This is an optimization exercise on Yosys and OpenROAD, whose aim is small area and a short achievable clock period, not a production implementation.
Where RTL was checked, it was by simulation tests only, not by an equivalence proof against the original.
Power figures rest on the tool's default switching activity, not on a simulated workload.

==> flow/design.v (excerpt) <==
module rf_top #(
  parameter int unsigned NumRegs = 32
) (
  input  logic                         clk_i,
  input  logic                         rst_ni,
  input  logic                         acc_req_i,
  output logic                         acc_gnt_o,
  input  logic                         acc_we_i,
  input  logic [rf_pkg::AddrWidth-1:0] acc_addr_i,
  input  logic [rf_pkg::DataWidth-1:0] acc_wdata_i,
  input  logic [rf_pkg::IntgWidth-1:0] acc_wintg_i,
  output logic                         acc_rvalid_o,
  output logic [rf_pkg::DataWidth-1:0] acc_rdata_o,
  output logic                         acc_err_o,
  output logic                         core_sleep_o,
  output logic                         alert_major_o
);
Size: about 1300 flip-flops, roughly 85 I/O pins, roughly 45000 µm² of cells after synthesis.
==> module rf_ctrl, before the edit <==
module rf_ctrl (
  input  logic                         clk_i,
  input  logic                         rst_ni,
  input  logic                         acc_req_i,
  input  logic                         acc_we_i,
  output logic                         acc_gnt_o,
  output logic                         acc_rvalid_o,
  output logic [rf_pkg::DataWidth-1:0] acc_rdata_o,
  output logic                         acc_err_o,
  output logic                         core_sleep_o,
  output logic                         alert_major_o,
  output logic                         rf_we_o,
  output logic                         rf_re_o,
  input  logic [rf_pkg::WordWidth-1:0] rf_rdata_i
);
  logic                         gnt;
  logic                         rvalid_q;
  logic [rf_pkg::DataWidth-1:0] rdata_q;
  logic                         intg_err;
  logic                         err_q;
  logic                         alert_q;
  assign gnt       = acc_req_i & ~rvalid_q;
  assign acc_gnt_o = gnt;
  assign rf_we_o = gnt & acc_we_i;
  assign rf_re_o = gnt & ~acc_we_i;
  rf_intg_check u_intg_check (
    .word_i(rf_rdata_i),
    .err_o (intg_err)
  );
  always_ff @(posedge clk_i or negedge rst_ni) begin
    if (!rst_ni) begin
      rvalid_q <= 1'b0;
      rdata_q  <= '0;
      err_q    <= 1'b0;
    end else begin
      rvalid_q <= gnt;
      rdata_q  <= rf_rdata_i[rf_pkg::DataWidth-1:0];
      err_q    <= intg_err;
    end
  end
  assign acc_rvalid_o = rvalid_q;
  assign acc_rdata_o  = rdata_q;
  assign acc_err_o    = err_q;
  always_ff @(posedge clk_i or negedge rst_ni) begin
    if (!rst_ni) begin
      alert_q <= 1'b0;
    end else begin
      alert_q <= alert_q | err_q;
    end
  end
  assign alert_major_o = alert_q;
  assign core_sleep_o  = ~acc_req_i & ~rvalid_q;
endmodule
==> flow/config.mk <==
export PLATFORM = sky130hd
export DESIGN_NAME = rf_top
export DESIGN_NICKNAME = rf_top
export VERILOG_FILES = /design/flow/design.v
export SDC_FILE = /design/flow/constraint.sdc
export NUM_CORES = 4
export LEC_CHECK = 0
export CAP_MARGIN = 30
export CORE_MARGIN = 2
export CORE_UTILIZATION = 40
export CTS_BUF_LIST = sky130_fd_sc_hd__clkbuf_16
export CTS_CLUSTER_DIAMETER = 80
export CTS_CLUSTER_SIZE = 30
export SLEW_MARGIN = 30
==> flow/constraint.sdc <==
create_clock -name core_clock -period 15.0 [get_ports {clk_i}]
set_input_delay 3.0000 -clock core_clock [delete_from_list [all_inputs] [get_ports {clk_i}]]
set_output_delay 3.0000 -clock core_clock [all_outputs]
set_load 0.01 [all_outputs]
standard.sh (not shown) runs the stock make flow with config.mk's settings and CLKGATE_MAP_FILE= SYNTH_SCRIPT=/design/flow/synth_recipe.tcl, a recipe that flattens the netlist after the stock synthesis.
==> flow/flow/run.sh <==
#!/bin/bash
# Standard layout, with
# - the final ABC mapping of synthesis aimed at area (flow/synth_area.tcl),
# - the port buffers made plain buffers,
# - the timing repair aimed at a slack margin so it works below the 15 ns
#   constraint.
# All tool output goes to standard.log here and ORFS's logs under orfs/logs.
set -euo pipefail
export AREA_ABC=$(pwd)/flow/area.abc
bash standard.sh \
  SYNTH_SCRIPT=$(pwd)/flow/synth_area.tcl \
  SETUP_SLACK_MARGIN=8.5 \
  "BUFFER_PORTS_ARGS=-buffer_cell sky130_fd_sc_hd__buf_2" \
  finish > standard.log 2>&1
==> flow/flow/area.abc <==
&get -n
&st
&dc2
&syn3
&dch -f
&nf -a -R 1000
&put
==> flow/flow/synth_area.tcl <==
# The standard synthesis (synth_recipe.tcl), except that the final ABC
# mapping uses an area-oriented script (area.abc, named by AREA_ABC)
proc synth {args} { yosys synth -nofsm -noshare {*}$args }
proc abc {args} {
  set i [lsearch -exact $args -script]
  if { $i >= 0 } {
    lset args [expr { $i + 1 }] $::env(AREA_ABC)
  }
  yosys abc {*}$args
}
source $::env(SCRIPTS_DIR)/synth.tcl
# left out here: clear keep_hierarchy, flatten, clean up, hide names made inside functions, write 1_2_yosys.v
Edit:
--- a/flow/design.v
+++ b/flow/design.v
@@ -84,39 +84,36 @@
   input  logic [rf_pkg::WordWidth-1:0] rf_rdata_i
 );
   logic                         gnt;
   logic                         rvalid_q;
-  logic [rf_pkg::DataWidth-1:0] rdata_q;
+  logic [rf_pkg::WordWidth-1:0] rword_q;
   logic                         intg_err;
-  logic                         err_q;
   logic                         alert_q;
   assign gnt       = acc_req_i & ~rvalid_q;
   assign acc_gnt_o = gnt;
   assign rf_we_o = gnt & acc_we_i;
   assign rf_re_o = gnt & ~acc_we_i;
-  rf_intg_check u_intg_check (
-    .word_i(rf_rdata_i),
-    .err_o (intg_err)
-  );
   always_ff @(posedge clk_i or negedge rst_ni) begin
     if (!rst_ni) begin
       rvalid_q <= 1'b0;
-      rdata_q  <= '0;
-      err_q    <= 1'b0;
+      rword_q  <= '0;
     end else begin
       rvalid_q <= gnt;
-      rdata_q  <= rf_rdata_i[rf_pkg::DataWidth-1:0];
-      err_q    <= intg_err;
+      rword_q  <= rf_rdata_i;
     end
   end
+  rf_intg_check u_intg_check (
+    .word_i(rword_q),
+    .err_o (intg_err)
+  );
   assign acc_rvalid_o = rvalid_q;
-  assign acc_rdata_o  = rdata_q;
-  assign acc_err_o    = err_q;
+  assign acc_rdata_o  = rword_q[rf_pkg::DataWidth-1:0];
+  assign acc_err_o    = intg_err;
   always_ff @(posedge clk_i or negedge rst_ni) begin
     if (!rst_ni) begin
       alert_q <= 1'b0;
     end else begin
-      alert_q <= alert_q | err_q;
+      alert_q <= alert_q | intg_err;
     end
   end
   assign alert_major_o = alert_q;
   assign core_sleep_o  = ~acc_req_i & ~rvalid_q;
What happened: Critical path depth came out lower by 13. Power is lower by about 0.33%. Cell count is about the same. Die area came out higher by about 1.3%. Setup slack improved by 130 ps. Design area hardly moves. Core utilization goes down by 0.54 points.
For the first run of this note, only the layout was checked, not whether the RTL still works.

[separate check: timing with driven ports]
The flow's constraints put no driver on any port. The routed layouts listed below were extracted and timed again, unchanged, in two steps. Step 1 assumes that a clkbuf_16 drives the clock port and a buf_2 every other input. Step 2 times the ports against the registers' clock, not the clock port: input delays grow and output delays shrink by t, the midpoint of the rising clock arrivals with the driver on. Three values: no drivers, after step 1, after step 2; two values: the first two.
run | t, ns | setup slack, ns | hold WS [ns] | clock arrival spread, ns
the first run | 0.724 | 8.509 / 8.534 / 7.827 | 0.482 / 0.482 / 0.482 | 0.039 / 0.039
the second run | 0.724 | 8.643 / 8.621 / 8.621 | 0.484 / 0.484 / 0.484 | 0.039 / 0.039
After both steps setup and hold are still met in every run listed. The setup slack of the first run, which loses most, moves by +0.025 ns with the drivers and by -0.682 ns with both steps.
